Source: an optimization exercise on an open RTL-to-GDS flow (aim: small area, a short achievable clock period and few clock cycles per item). Production flows keep margins and buffers that such runs may drop. In this exercise RTL edits were held to simulation tests only and were not proved equivalent to the original.

==> flow/design.v (outline; a module is shown in full before it is edited, if it fits) <==
// module FP_booth_enc: 42 lines
// module FP_Mul_tree: 2021 lines
// module FP_Mul_gp: 4 lines
// module FP_fa: 4 lines
// module FP_ha: 4 lines
// module FP_Mul_pre: 35 lines
// module FP_Mul_post: 64 lines
// module fp_mul_arbiter: 107 lines
module fp_mul_arbiter #(
    parameter int W = fp_alu_pkg::FP_W
) (
    input  logic         clk,
    input  logic         rst,
    input  logic         req0_valid,
    input  logic [W-1:0] req0_a,
    input  logic [W-1:0] req0_b,
    output logic         req0_ready,
    input  logic         req1_valid,
    input  logic [W-1:0] req1_a,
    input  logic [W-1:0] req1_b,
    output logic         req1_ready,
    output logic         rsp_valid,
    output logic [W-1:0] rsp_data,
    output logic         rsp_id,
    input  logic         rsp_ready
);
  // ...
==> flow/run.sh <==
#!/bin/bash
# synth_recipe.tcl (not shown) runs the flow's synth.tcl, then flattens the netlist and writes it again
# the make line also repeats each setting of config.mk as NAME=value (left out here)
make -C /OpenROAD-flow-scripts/flow DESIGN_CONFIG=/design/flow/config.mk WORK_HOME=/design/flow/orfs CLKGATE_MAP_FILE= SYNTH_SCRIPT=/design/flow/synth_recipe.tcl finish
==> flow/config.mk <==
export PLATFORM = sky130hd
export DESIGN_NAME = fp_mul_arbiter
export DESIGN_NICKNAME = fp_mul_arbiter
export VERILOG_FILES = /design/flow/design.v
export SDC_FILE = /design/flow/constraint.sdc
export NUM_CORES = 4
export LEC_CHECK = 0
export CAP_MARGIN = 20
export CORE_MARGIN = 2
export CORE_UTILIZATION = 40
export SETUP_SLACK_MARGIN = 5
export SLEW_MARGIN = 20
export SYNTH_HIERARCHICAL = 1
export SYNTH_MINIMUM_KEEP_SIZE = 0
==> flow/constraint.sdc <==
create_clock -name core_clock -period 11.0 [get_ports {clk}]
set_input_delay 2.2000 -clock core_clock [delete_from_list [all_inputs] [get_ports {clk}]]
set_output_delay 2.2000 -clock core_clock [all_outputs]
set_load 0.01 [all_outputs]
==> summary.md, run 1 <==
| Metric | Value |
|---|---|
| TritonRoute pass-1 iters | 6 |
| Postcts setup bufs | 47 |
| H-Tree Depth | 4 |
| Core area | 50100 sq um |
| Register area | 3390 sq um |
| Fin. Hold Viols | 0 |
| Post-synth top area share | 26.1% |
| First-pass GRT wire length | 99.0 mm |
| Initial antenna violation count | 0 |
| Fmax | 0.168 GHz |
| Syn Area/Cell | 10.3 sq um |
| Status | finished clean |
| Commonest non-fill, non-tap cells in the layout | xnor2_1 (300), fa_1 (241), a22oi_1 (239) |
| Met2 Use GR | 39.6% |
| Fin util | 48.8% |
| Largest net degree at the start of global routing | 84 |
| Setup crit end | s2_ph_q[24]$_DFFE_PN_ |
| M1 WL | 26.7 mm |
| Worst setup margin | 5050 ps |
| Synth Register Bits | 114 |
| Die height | 229 microns |
| Post-DP Area | 22500 sq um |
| RR Startpoint | s1_fa_q[18]$_DFFE_PN_ |
| Critical path launch point type | flop |
| Fin cells | 2804 |
| Initial Util | 40.4% |
| WHS Path Cells | 0 |
| Die area | 52400 sq um |
| Slew headroom | 22.1% |
| Clock slew at reported path FFs | 60 ps |
| Vias per Instance | 6.00 |
| Worst hold path type | flop to flop |
| Inserted Diodes | 0 |
Testbench counts, summed over its fixed seeds: cycles 6,416, items 6,400.
==> run 2, diff against run 1 <==
==> flow/flow/run.sh (new file) <==
#!/bin/bash
# The standard ORFS layout (the standard.sh, standard synthesis unchanged),
# with buf_2 cells as the port buffers and a larger setup repair margin.
set -euo pipefail
bash standard.sh "BUFFER_PORTS_ARGS=-buffer_cell sky130_fd_sc_hd__buf_2" SETUP_SLACK_MARGIN=5.6 finish > orfs_make.log 2>&1
==> flow/standard.sh (new file) <==
#!/bin/bash
# synth_recipe.tcl (not shown) runs the flow's synth.tcl, then flattens the netlist and writes it again
# the make line also repeats each setting of config.mk as NAME=value (left out here)
make -C /OpenROAD-flow-scripts/flow DESIGN_CONFIG=/design/flow/config.mk WORK_HOME=/design/flow/orfs CLKGATE_MAP_FILE= SYNTH_SCRIPT=/design/flow/synth_recipe.tcl "${@:-finish}"
removed: flow/run.sh
==> summary.md, run 2 <==
| Metric | Value |
|---|---|
| Critical Path, Cell by Cell | buf_12, buf_4, buf_12, a22oi_2, xnor2_1, fa_1, fa_2, fa_2, fa_1, fa_1, ha_4, a211oi_2, o21ai_1, a21o_2, a32o_2, buf_6, o31ai_4, a21oi_2, or2_1, xor2_1 |
| Nets@finish | 2679 |
| Fin cells | 2861 (+2.0%) |
| Post-DP Area | 21600 sq um (-3.8%) |
| Gate Count Post-Synth | 1963 |
| Ys flop type | edfxtp_1 |
| Crit-path max cell delay | 530 ps |
| Unrepaired setup endpoints after global routing | true |
| Cell total after placement | 2684 |
| Worst hold path type | flop to flop |
| Worst setup margin | 5210 ps (+160 ps) |
| Share of post-route cells with drive strength above 1 | 30.9% |
| Post-synth EDFFs | 111 |
| Layout area overhead | 22.9% |
| Hold WS | 418 ps |
| Slew @ Worst Pin | 1000 ps |
| Rows | 82 |
| Synth cell types | 94 |
| Routing usage on met1 | 32.3% |
| Cell family with most CP delay | adder cells |
| R2r worst-path depth | 20 |
| Met2 Use GR | 41.2% (+1.6 points) |
| Vias per Instance | 6.03 (+0.54%) |
| Die area | 52400 sq um (unchanged) |
| CP dominant cell by count | fa_1 |
| Post-synth top area share | 26.1% (unchanged) |
| Met3 global-route usage | 5.10% |
| Count leader, synth | xnor2_1 |
| Gr busiest metal | met2 |
| Slew Limit Fails | 0 |
| Fin Setup TNS | 0 ps |
| Synth Register Bits | 114 (unchanged) |
| CTS sink cnt | 114 |
| Cell area after synthesis | 20200 sq um |
| Initial DRC Count | 1468 |
| Core area | 50100 sq um (unchanged) |
| Maxcap violations | 0 |
| Fillers | 4544 |
| Largest net degree at the start of global routing | 80 (-4.8%) |
| Critical path launch point type | flop |
| Estimated wirelength of the detail-placed design | 42.4 mm |
| Most common cell after layout, fill and taps aside | xnor2_1 |
| Setup crit end | s2_ph_q[17]$_DFFE_PN_ |
| Syn Area/Cell | 10.3 sq um (unchanged) |
| Crit path from | s1_btwo_q[4]$_DFFE_PN_ |
| Fmax | 0.173 GHz (+2.8%) |
| Via count | 17200 |
| # port buffers | 168 |
| Design Area, Final | 24900 sq um |
| CP max FO | 12 |
| Synth cell count leaders | xnor2_1 (305), a22oi_1 (264), fa_1 (264) |
| Root Driver | clkbuf_16 |
| Critical path type | flop to flop |
| WL/cell | 23.4 microns |
| Min Tclk post-route | 5790 ps |
| Commonest non-fill, non-tap cells in the layout | xnor2_1 (296), a22oi_1 (234), fa_1 (215) |
| Async SR Flop Fraction | 0% |
| Crit. path cell count | 20 |
| Largest register by flop count | s2_ph_q |
| Die height | 229 microns (unchanged) |
| Seq/Total Area, Yosys | 16.8% |
| Clock slew at reported path FFs | 60 ps (about the same) |
| Arrival @ worst endpoint | 5950 ps |
| IO Pins | 169 |
| CTS tree | done |
| CTS max path bufs | 2 |
| R2R setup slack | 5210 ps |
| Yosys top cell by area | fa_1 |
| TritonCTS buffer count | 17 |
| RR Startpoint | s1_btwo_q[4]$_DFFE_PN_ |
| # DRC | 0 |
| Critical Path End Type | flop |
| Synth warnings | 9 |
| Status | finished clean |
| First-pass GRT wire length | 102 mm (+2.7%) |
| Inserted Diodes | 0 (unchanged) |
| CP max stage cell | fa_1 |
| Routed WL | 67.0 mm |
| Max reg flops | 25 |
| Final setup fails | 0 |
| H-Tree Depth | 4 (unchanged) |
| GRT Total Usage | 24.8% |
| Number of global-route vias before repair | 18000 |
| Overflow after GRT | 0 |
| Slew headroom | 33.1% (+11 points) |
| Initial Util | 40.4% (unchanged) |
| Period utilization | 52.6% |
| ANT nets after route | 0 |
| Die X | 229 microns |
| TritonRoute pass-1 iters | 5 (-1) |
| Hold_buf cts | 0 |
| Routability cong. | 0.895 |
| Skew final | 11.1 ps |
| WP buf/inv | 4 |
| CP Data Required Time | 11160 ps |
| Biggest regs | s2_ph_q: 25 flops, s1_fa_q: 23 flops |
| Reg2reg end | s2_ph_q[17]$_DFFE_PN_ |
| Pre-CTS setup slack | 4460 ps |
| Skew-Pair Late Insertion Delay | 430 ps |
| Fin. Hold Viols | 0 (unchanged) |
| Largest cells by area after synthesis | fa_1 (26%), edfxtp_1 (16%), xnor2_1 (13%) |
| Initial antenna violation count | 0 (unchanged) |
| Fin util | 49.6% (+0.88 points) |
-- run 2: final cells by class --
cell class	instances	area [sq um]	area share, %
clock buffers	17	425	1.71
clock inverters	15	196	0.790
inverters	51	198	0.795
multi-input cells	1629	17000	68.3
flip-flops and latches	114	3390	13.7
well taps	672	841	3.38
repair buffers	362	2820	11.4
repair inverters	1	5.00	0.0201
-- run 2: worst min path at each step --
stage / start / end / slack (ps) / cells past startpoint
2_1_floorplan: s1_exp_q[0]$_DFFE_PN_ / s2_exp_q[0]$_DFFE_PN_ / 400 / 0
3_3_place_gp: s1_sign_q$_DFFE_PN_ / s2_sign_q$_DFFE_PN_ / 400 / 0
3_5_place_dp: s1_exp_q[1]$_DFFE_PN_ / s2_exp_q[1]$_DFFE_PN_ / 410 / 0
4_1_cts: s1_exp_q[1]$_DFFE_PN_ / s2_exp_q[1]$_DFFE_PN_ / 420 / 0
5_1_grt: s1_exp_q[1]$_DFFE_PN_ / s2_exp_q[1]$_DFFE_PN_ / 420 / 0
6_report: s1_exp_q[1]$_DFFE_PN_ / s2_exp_q[1]$_DFFE_PN_ / 420 / 0
-- run 2: cells by family after synthesis --
| family | after synthesis | share of synthesized area (%) |
|---|---|---|
| buf+inv | 232 | 4.92 |
| compound gates | 505 | 18.2 |
| xor+xnor | 345 | 14.9 |
| fa+ha+maj | 370 | 32.7 |
| other cells | 2 | 0.0371 |
| flops | 114 | 16.8 |
| mux | 68 | 3.87 |
| simple gates | 327 | 8.61 |
-- run 2: metal layers --
metal  part of all wire, %  wire (microns)  up-vias
met5                     0               0        -
li1                      -               -     7505
met4                   2.8            1840        0
met1                    41           27400     8624
met2                    47           31700      966
met3                   9.0            6000      153
-- run 2: per-module statistics from Yosys, one instance, submodules excluded --
module          cell area (sq um)  cells
FP_Mul_tree                  6420    925
FP_ha                        12.5      1
FP_Mul_gp                     601     48
FP_Mul_pre                    714    100
FP_booth_enc                  392     56
fp_mul_arbiter               4280    197
FP_Mul_post                  2140    341
FP_fa                        20.0      1
-- run 2: repair_timing --
item	CTS	global route
setup endpoints to repair	58	55
pin swaps	54	86
gates resized for setup	165	113
cloned	4	1
setup buffers	96	44
==> run 3, diff against run 2 <==
==> flow/flow/run.sh (replaced) <==
#!/bin/bash
# The standard ORFS layout (the standard.sh, standard synthesis unchanged),
# with buf_2 cells as the port buffers instead of the resizer's default pick.
set -euo pipefail
bash standard.sh "BUFFER_PORTS_ARGS=-buffer_cell sky130_fd_sc_hd__buf_2" finish > orfs_make.log 2>&1
==> summary.md, run 3 <==
| Metric | Value |
|---|---|
| Routability cong. | 0.898 (+0.35%) |
| Core area | 50100 sq um (unchanged) |
| Initial antenna violation count | 0 (unchanged) |
| TritonCTS buffer count | 17 (unchanged) |
| Synth Register Bits | 114 (unchanged) |
| Period utilization | 54.2% (+1.6 points) |
| Inserted Diodes | 0 (unchanged) |
| Slew @ Worst Pin | 837 ps (-165 ps) |
| First-pass GRT wire length | 98.1 mm (-3.5%) |
| Vias per Instance | 6.02 (-0.20%) |
| ANT nets after route | 0 (unchanged) |
| Maxcap violations | 0 (unchanged) |
| Fin cells | 2765 (-3.4%) |
| Layout area overhead | 13.7% |
| Via count | 16600 (-3.5%) |
| Async SR Flop Fraction | 0% (unchanged) |
| Commonest non-fill, non-tap cells in the layout | xnor2_1 (303), fa_1 (259), a22oi_1 (251) |
| Design Area, Final | 23000 sq um (-7.5%) |
| Arrival @ worst endpoint | 6120 ps (+170 ps) |
| Initial DRC Count | 1764 (+20%) |
| Root Driver | clkbuf_16 |
| Final setup fails | 0 (unchanged) |
| Cell total after placement | 2688 (+0.15%) |
| Hold_buf cts | 0 (unchanged) |
| Post-synth EDFFs | 111 (unchanged) |
| Skew final | 17.7 ps (+6.57 ps) |
| Number of global-route vias before repair | 17300 (-3.4%) |
| Worst hold path type | flop to flop |
| Synth warnings | 9 (unchanged) |
| Nets@finish | 2583 (-3.6%) |
| CTS max path bufs | 2 (unchanged) |
| CTS sink cnt | 114 (unchanged) |
| Most common cell after layout, fill and taps aside | xnor2_1 |
| Max reg flops | 25 (unchanged) |
| Seq/Total Area, Yosys | 16.8% (unchanged) |
| Critical path type | flop to flop |
| Biggest regs | s2_ph_q: 25 flops, s1_fa_q: 23 flops |
| Skew-Pair Late Insertion Delay | 430 ps (about the same) |
| CP max FO | 5 (-7) |
| Post-synth top area share | 26.1% (unchanged) |
| Post-Synth Simple-Gate Area | 8.61% (unchanged) |
| GRT Total Usage | 23.8% (-1.0 points) |
| Synth cell types | 94 (unchanged) |
| Estimated wirelength of the detail-placed design | 42.5 mm (+0.39%) |
| Slew headroom | 44.2% (+11 points) |
| Critical Path End Type | flop |
| Die X | 229 microns (unchanged) |
| Die height | 229 microns (unchanged) |
| Syn Area/Cell | 10.3 sq um (unchanged) |
| Routed WL | 63.1 mm (-5.9%) |
| Ys flop type | edfxtp_1 |
| Critical path launch point type | flop |
| CTS tree | done |
| Mux share of post-synthesis cell area | 3.87% (unchanged) |
| Largest cells by area after synthesis | fa_1 (26%), edfxtp_1 (16%), xnor2_1 (13%) |
| Compound-Gate Fraction of Synth Area | 18.2% (unchanged) |
| WL/cell | 22.8 microns (-2.6%) |
| Min Tclk post-route | 5960 ps (+174 ps) |
| # port buffers | 168 (unchanged) |
| Clock slew at reported path FFs | 60 ps (about the same) |
| Largest net degree at the start of global routing | 87 (+8.8%) |
| Main combinational cell family by area after synthesis | adder cells |
| Share of post-route cells with drive strength above 1 | 20.9% (-10 points) |
| Rows | 82 (unchanged) |
| Status | finished clean |
| Yosys top cell by area | fa_1 |
| Fin Setup TNS | 0 ps (unchanged) |
| IO Pins | 169 (unchanged) |
| Pre-CTS setup slack | 4400 ps (-60.5 ps) |
| Cell area after synthesis | 20200 sq um (unchanged) |
| Gate Count Post-Synth | 1963 (unchanged) |
| Initial Util | 40.4% (unchanged) |
| Synth cell count leaders | xnor2_1 (305), a22oi_1 (264), fa_1 (264) |
| Fin. Hold Viols | 0 (unchanged) |
| Hold WS | 421 ps (+2.69 ps) |
| Fmax | 0.168 GHz (-2.9%) |
| Overflow after GRT | 0 (unchanged) |
| Post-DP Area | 21600 sq um (about the same) |
| Unrepaired setup endpoints after global routing | true |
| Count leader, synth | xnor2_1 |
| Largest register by flop count | s2_ph_q |
| CP Data Required Time | 11160 ps (about the same) |
| Die area | 52400 sq um (unchanged) |
| Post-Synth XOR/XNOR Area | 14.9% (unchanged) |
| TritonRoute pass-1 iters | 6 (+1) |
| Worst setup margin | 5040 ps (-174 ps) |
| H-Tree Depth | 4 (unchanged) |
| Post-Synth Adder-Cell Area | 32.7% (unchanged) |
| Slew Limit Fails | 0 (unchanged) |
| # DRC | 0 (unchanged) |
run 3: cell counts after synthesis:
Identical to the previous run, type by type.
run 3: worst paths after layout:
| check | from | to | slack, ps | cells past startpoint |
|---|---|---|---|---|
| worst max-delay path | s1_fa_q[10]$_DFFE_PN_ | s2_ph_q[24]$_DFFE_PN_ | 5040 | 17 |
| worst min-delay path | s1_exp_q[1]$_DFFE_PN_ | s2_exp_q[1]$_DFFE_PN_ | 420 | 0 |
| worst max register to register | s1_fa_q[10]$_DFFE_PN_ | s2_ph_q[24]$_DFFE_PN_ | 5040 | 17 |
| worst min register to register | s1_exp_q[1]$_DFFE_PN_ | s2_exp_q[1]$_DFFE_PN_ | 420 | 0 |
run 3: kinds of logic after synthesis:
logic type,Yosys count
compound gates,505
fa+ha+maj,370
xor+xnor,345
simple gates,327
buf+inv,232
flops,114
mux,68
other cells,2
run 3: what timing repair did:
item / CTS / global route
buffers inserted: 39 / 6
endpoints found under the setup margin: 28 / 18
gates resized for setup: 2 / 59
pin swaps: 2 / 20
run 3: cell type report:
type                    instances  area (sq um)
clock buffers                  17           425
clock inverters                15           175
fillers                      4652         27100
inverters                      51           194
multi-input cells            1628         16100
flip-flops and latches        114          3390
well taps                     672           841
repair buffers                268          1880
run 3: modules after synthesis (local to each module, per instance):
module	times used	area [sq um]
FP_ha	33	12.5
FP_Mul_post	1	2140
FP_booth_enc	1	392
FP_fa	263	20.0
FP_Mul_pre	1	714
FP_Mul_tree	1	6420
fp_mul_arbiter	1	4280
FP_Mul_gp	1	601
run 3: per-stage QoR:
step,utilization [%]
after floorplan,-
after global placement,43.0
after detailed placement,43.2
after CTS,45.3
after global routing,45.9
final,45.9
run 3: per-layer routing:
layer	share of wire (%)	wire length, microns	GRT usage, %
met4	2.5	1580	6.70
met2	46	29300	39.2
met3	9.7	6150	5.44
met5	0	0	0
met1	41	26000	31.4
run 3: worst max-delay path, stage by stage (launching register included):
cell,delay [ps]
edfxtp_1,440
buf_4,180
buf_12,130
a22oi_2,160
xnor2_1,180
fa_1,500
fa_1,480
fa_1,400
fa_1,570
fa_1,470
ha_4,320
and4_4,240
or4b_4,490
a2111oi_4,410
o21bai_2,170
a211oi_2,280
or2_4,180
o211ai_2,80

[what the ideal ports hide]
Ports are ideal in the flow. The routed layouts listed here were re-timed in OpenROAD. Step 1, drivers: a clkbuf_16 drives clk and a buf_2 each remaining input, both assumed. Step 2 adds t to the input delays and takes it off the output delays; t is the mean of the earliest and latest rising clock arrival at the registers after step 1. Input paths then give back, and output paths get back, about the clock's delay inside the block. Three values: ideal ports, drivers, drivers and shift; two values: the first two.
run	t (ns)	setup WS [ns]	worst hold slack (ns)	worst setup path at the end
run 1	0.472	5.051 / 5.051 / 5.051	0.417 / 0.417 / 0.417	register to register
run 2	0.473	5.211 / 5.211 / 5.211	0.418 / 0.418 / 0.418	register to register
run 3	0.473	5.037 / 5.037 / 5.037	0.421 / 0.421 / 0.421	register to register
After both steps every run listed still meets setup and hold.
